This is an optimization exercise on Yosys and OpenROAD, whose aim is small area, a short achievable clock period and few clock cycles per item, not a production implementation. At most, simulation tests tie the RTL to the original design; equivalence was not proved. No activity file was given, so power comes from the tool's default toggle rates.

## moving_average_deviation_alarm
module moving_average_deviation_alarm #(
  parameter int WINDOW_SIZE = mada_pkg::WINDOW_SIZE_DEFAULT
) (
  input  logic        clk,
  input  logic        rst,
  input  logic        in_valid,
  output logic        in_stall,
  input  logic [11:0] sample,
  output logic        out_valid,
  input  logic        out_stall,
  output logic [11:0] average,
  output logic [11:0] deviation,
  output logic        alarm,
  output logic        report_due,
  output logic        initialized,
  input  logic        cfg_valid,
  output logic        cfg_ready,
  input  logic [3:0]  cfg_index,
  input  logic [11:0] cfg_data
);
Settings: LEC_CHECK=0, CAP_MARGIN=20, CORE_MARGIN=2, CORE_UTILIZATION=65, SETUP_SLACK_MARGIN=2.5, SLEW_MARGIN=20; clock period 5.5 ns.
run.sh (not shown) runs the stock make flow with config.mk's settings and CLKGATE_MAP_FILE= SYNTH_SCRIPT=/design/flow/synth_recipe.tcl, a recipe that flattens the netlist after the stock synthesis.
The first run finished with timing, DRC and antenna clean.
Testbench counts at the start, summed over its fixed seeds: cycles 3,240, items 3,200.
Rerun with:
--- a/flow/design.v
+++ b/flow/design.v
@@ -200,54 +200,50 @@
     if (rst) v3 <= 1'b0;
     else if (adv) v3 <= v2;
   end
   always_ff @(posedge clk) begin
     if (adv) begin
       upd3  <= upd2;
       s3    <= s2;
       rep3  <= rep2;
       init3 <= init2;
       rnz3  <= (R != 5'd0);
     end
   end
-  logic        corr, zero, thr0, junk0;
-  logic [11:0] sb3, avgb;
-  logic [12:0] dpos, dng;
+  logic        corr, dneg, zero, thr0, junk0, junk1, junk2;
+  logic [11:0] sb3, avgb, dx;
+  logic [12:0] d;
   logic [11:0] dev;
-  logic [13:0] ua, ub, uc, s1v, c1v, t1;
-  logic [13:0] va, vb, vc, vd, s2v, c2v, p2v, g2v, t2;
-  logic        junk1, junk2;
+  logic [13:0] ua, ub, uc, va, vb, vc, s1v, c1v, s2v, c2v, t1, t2;
   assign corr = !Q[11] && rnz3;
   assign sb3  = {~s3[11], s3[10:0]};
   assign avgb = Q + {11'd0, corr};
-  assign {dpos, junk0} = {1'b0, sb3, 1'b1} + {1'b1, ~Q, !corr};
-  assign dng  = {1'b0, Q} + {1'b1, ~sb3} + {11'd0, corr, !corr};
+  assign {d, junk0} = {1'b0, sb3, 1'b1} + {1'b1, ~Q, !corr};
+  assign dneg = d[12];
+  assign dx   = dneg ? ~d[11:0] : d[11:0];
   assign thr0 = (thr == 12'd0);
   assign zero = !upd3 || (s3 == 12'd0) || (Q == 12'h800 && !corr) || (Q == 12'h7FF && corr);
-  assign dev  = zero ? 12'd0 : (dpos[12] ? dng[11:0] : dpos[11:0]);
+  assign dev  = zero ? 12'd0 : dx + {11'd0, dneg};
   assign ua  = {2'b00, sb3};
   assign ub  = {2'b11, ~Q};
   assign uc  = {2'b11, ~thr};
   assign s1v = ua ^ ub ^ uc;
   assign c1v = (ua & ub) | (ua & uc) | (ub & uc);
   assign {t1, junk1} = {s1v, 1'b1} + {c1v[12:0], !corr, 1'b1};
-  assign va  = {2'b00, Q};
+  assign va  = {2'b00, avgb};
   assign vb  = {2'b11, ~sb3};
   assign vc  = {2'b11, ~thr};
   assign s2v = va ^ vb ^ vc;
   assign c2v = (va & vb) | (va & vc) | (vb & vc);
-  assign vd  = {c2v[12:0], 1'b0};
-  assign p2v = s2v ^ vd ^ {12'd0, corr, !corr};
-  assign g2v = (s2v & vd) | (s2v & {12'd0, corr, !corr}) | (vd & {12'd0, corr, !corr});
-  assign {t2, junk2} = {p2v, 1'b1} + {g2v[12:0], 1'b0, 1'b1};
+  assign {t2, junk2} = {s2v, 1'b1} + {c2v[12:0], 1'b1, 1'b1};
   always_ff @(posedge clk) begin
     if (rst) out_valid <= 1'b0;
     else if (adv) out_valid <= v3;
   end
   always_ff @(posedge clk) begin
     if (adv) begin
       average     <= upd3 ? (avgb ^ 12'h800) : 12'd0;
       deviation   <= dev;
       alarm       <= thr0 || (!zero && (!t1[13] || !t2[13]));
       report_due  <= rep3;
       initialized <= init3;
     end
Outcome: Setup slack gets worse by 85 ps; total power grows by 1.2%; count of clock-buffer cells in the layout is unchanged; design area grows by 0.33%; synthesized area shrinks by 2.3%; first-iteration DRC count grows by 7.1%; synthesized cell count shrinks by 4.8%; combinational power grows by about 3%; final cell count shrinks by 2.2%; sequential cell count stays the same; maximum frequency shrinks by 2.6%; global-route usage grows by 0.54 points; worst hold slack is about the same.
No functional check of the RTL was part of the second run of this note.

Another version of the RTL of moving_average_deviation_alarm (not shown whole).
Size: roughly 1500 cells after synthesis, ~490 flip-flops, ~63 I/O pins, ~21000 µm² of cells after synthesis.
Settings: LEC_CHECK=0, CAP_MARGIN=20, CORE_MARGIN=2, CORE_UTILIZATION=40, SETUP_SLACK_MARGIN=2.5, SLEW_MARGIN=20; clock period 5.5 ns.
==> next run, changes <==
--- a/flow/design.v
+++ b/flow/design.v
@@ -86,78 +86,81 @@
       y0  <= yi;
     end
   end
   assign dy = DIV_Y[6*y0 +: 6];
   assign q0 = qh0 + {5'd0, dy[5:3]};
   assign r0 = {dy[2:0], s0[1:0]};
+  logic [4:0]        rtail_n;
+  logic signed [5:0] dr0;
+  assign dr0  = $signed({1'b0, r0}) - $signed({1'b0, rtail_n});
   assign inr0 = ($signed(s0) > $signed(vlo)) && ($signed(s0) < $signed(vhi));
   assign rep0 = (cnt >= per);
   always_ff @(posedge clk) begin
     if (rst) cnt <= 8'd0;
     else if (adv && v0) cnt <= rep0 ? 8'd1 : cnt + 8'd1;
   end
   logic        v1, inr1, rep1;
   logic [7:0]  q1;
   logic [4:0]  r1;
+  logic signed [5:0] dr1;
   logic [11:0] s1;
   always_ff @(posedge clk) begin
     if (rst) v1 <= 1'b0;
     else if (adv) v1 <= v0;
   end
   always_ff @(posedge clk) begin
     if (adv) begin
       q1   <= q0;
       r1   <= r0;
+      dr1  <= dr0;
       s1   <= s0;
       inr1 <= inr0;
       rep1 <= rep0;
     end
   end
   logic [7:0]        wq [0:19];
   logic [4:0]        wr [0:19];
-  logic [7:0]        fq;
-  logic [4:0]        fr;
   logic [4:0]        kcnt;
   logic              kfull;
   logic              filled;
   logic [4:0]        R;
-  logic              fill, upd;
-  logic [7:0]        qrem;
-  logic [4:0]        rrem;
+  logic              fill, upd, push;
+  logic [7:0]        qt_n;
   logic signed [6:0] rx;
   logic              cp, cn;
   logic [4:0]        rn;
   logic [8:0]        x1;
   assign fill  = v1 && !filled && inr1;
   assign upd   = v1 && filled;
-  assign qrem  = kfull ? wq[19] : fq;
-  assign rrem  = kfull ? wr[19] : fr;
-  assign rx    = $signed({2'b0, R}) + $signed({2'b0, r1}) - $signed({2'b0, rrem});
+  assign push  = adv && v1;
+  assign qt_n    = !push ? wq[19] : (fill ? q1 : (kfull ? wq[18] : wq[19]));
+  assign rtail_n = !push ? wr[19] : (fill ? r1 : (kfull ? wr[18] : wr[19]));
+  assign rx    = $signed({2'b0, R}) + 7'(dr1);
   assign cn    = rx[6];
   assign cp    = !rx[6] && (rx >= 7'sd20);
   assign rn    = cn ? 5'(rx + 7'sd20) : (cp ? 5'(rx - 7'sd20) : rx[4:0]);
-  assign x1    = {1'b0, q1} - {1'b0, qrem};
-  always_ff @(posedge clk) begin
-    if (adv && v1) begin
+  assign x1    = {1'b0, q1} - {1'b0, wq[19]};
+  always_ff @(posedge clk) begin
+    if (push) begin
       wq[0] <= q1;
       wr[0] <= r1;
-      for (int i = 1; i < 20; i++) begin
+      for (int i = 1; i < 19; i++) begin
         wq[i] <= wq[i-1];
         wr[i] <= wr[i-1];
       end
+      wq[19] <= qt_n;
+      wr[19] <= rtail_n;
     end
   end
   always_ff @(posedge clk) begin
     if (rst) filled <= 1'b0;
     else if (adv && fill) filled <= 1'b1;
   end
   always_ff @(posedge clk) begin
     if (adv) begin
       if (fill) begin
-        fq    <= q1;
-        fr    <= r1;
         kcnt  <= 5'd0;
         kfull <= 1'b0;
         R     <= 5'd0;
       end else if (upd) begin
         R <= rn;
         if (!kfull) kcnt <= kcnt + 5'd1;
@@ -203,34 +206,46 @@
       s3    <= s2;
       rep3  <= rep2;
       init3 <= init2;
       rnz3  <= (R != 5'd0);
     end
   end
-  logic        corr, dneg, zero, thr0;
-  logic [11:0] sb3, avgb, dx, tsel;
+  logic        corr, dneg, zero, thr0, junk0, junk1, junk2;
+  logic [11:0] sb3, avgb, dx;
   logic [12:0] d;
   logic [11:0] dev;
+  logic [13:0] ua, ub, uc, va, vb, vc, s1v, c1v, s2v, c2v, t1, t2;
   assign corr = !Q[11] && rnz3;
   assign sb3  = {~s3[11], s3[10:0]};
   assign avgb = Q + {11'd0, corr};
-  assign d    = {1'b0, sb3} + {1'b1, ~Q} + {12'd0, !corr};
+  assign {d, junk0} = {1'b0, sb3, 1'b1} + {1'b1, ~Q, !corr};
   assign dneg = d[12];
   assign dx   = dneg ? ~d[11:0] : d[11:0];
-  assign tsel = dneg ? thr - 12'd1 : thr;
   assign thr0 = (thr == 12'd0);
   assign zero = !upd3 || (s3 == 12'd0) || (Q == 12'h800 && !corr) || (Q == 12'h7FF && corr);
   assign dev  = zero ? 12'd0 : dx + {11'd0, dneg};
+  assign ua  = {2'b00, sb3};
+  assign ub  = {2'b11, ~Q};
+  assign uc  = {2'b11, ~thr};
+  assign s1v = ua ^ ub ^ uc;
+  assign c1v = (ua & ub) | (ua & uc) | (ub & uc);
+  assign {t1, junk1} = {s1v, 1'b1} + {c1v[12:0], !corr, 1'b1};
+  assign va  = {2'b00, avgb};
+  assign vb  = {2'b11, ~sb3};
+  assign vc  = {2'b11, ~thr};
+  assign s2v = va ^ vb ^ vc;
+  assign c2v = (va & vb) | (va & vc) | (vb & vc);
+  assign {t2, junk2} = {s2v, 1'b1} + {c2v[12:0], 1'b1, 1'b1};
   always_ff @(posedge clk) begin
     if (rst) out_valid <= 1'b0;
     else if (adv) out_valid <= v3;
   end
   always_ff @(posedge clk) begin
     if (adv) begin
       average     <= upd3 ? (avgb ^ 12'h800) : 12'd0;
       deviation   <= dev;
-      alarm       <= thr0 || (!zero && (dx >= tsel));
+      alarm       <= thr0 || (!zero && (!t1[13] || !t2[13]));
       report_due  <= rep3;
       initialized <= init3;
     end
   end
 endmodule
What happened:
- routed wire length climbs by a few percent
- utilization drops by 0.47 points
- via count climbs by a few percent
- maximum frequency climbs by roughly a tenth
- power drops by a few percent
- design area climbs slightly
- worst setup slack gains 470 ps
- cell count climbs by a few percent
- combinational power drops by roughly a tenth
- area after synthesis climbs slightly
- first-iteration DRC count drops by a little under a tenth
Function was not checked in any run of this note: the RTL went through the layout flow alone.

## static timing again, ports no longer ideal
How much do the figures lean on ideal ports? The routed layouts below were timed once more, with nothing changed but the port constraints. Step 1 (the two cells are an assumption about what drives the block):
set clk [get_ports {clk}]
set_driving_cell -lib_cell sky130_fd_sc_hd__clkbuf_16 $clk
set_driving_cell -lib_cell sky130_fd_sc_hd__buf_2 [delete_from_list [all_inputs] $clk]
Step 2 adds t to the input delays and takes it off the output delays; t is the mean of the earliest and latest rising clock arrival at the registers after step 1. Input paths then give back, and output paths get back, about the clock's delay inside the block. Slacks: ideal / step 1 / step 2; pairs: ideal / step 1.
| run | t (ns) | setup WS [ns] | worst setup path at the end | worst data-port slew with drivers (ns) |
|---|---|---|---|---|
| the first run of note 1 | 0.606 | 2.323 / 2.323 / 1.913 | input to register | 0.04 |
| the second run of note 1 | 0.639 | 2.238 / 2.238 / 1.928 | input to register | 0.04 |
| the first run of note 2 | 0.638 | 1.706 / 1.706 / 1.706 | register to register | 0.05 |
| the second run of note 2 | 0.649 | 2.172 / 2.172 / 1.922 | input to register | 0.04 |
After both steps every run listed still meets setup and hold. For the first run of note 1, which loses most, drivers alone change the setup slack by 0.000 ns; drivers and shift together by -0.410 ns.
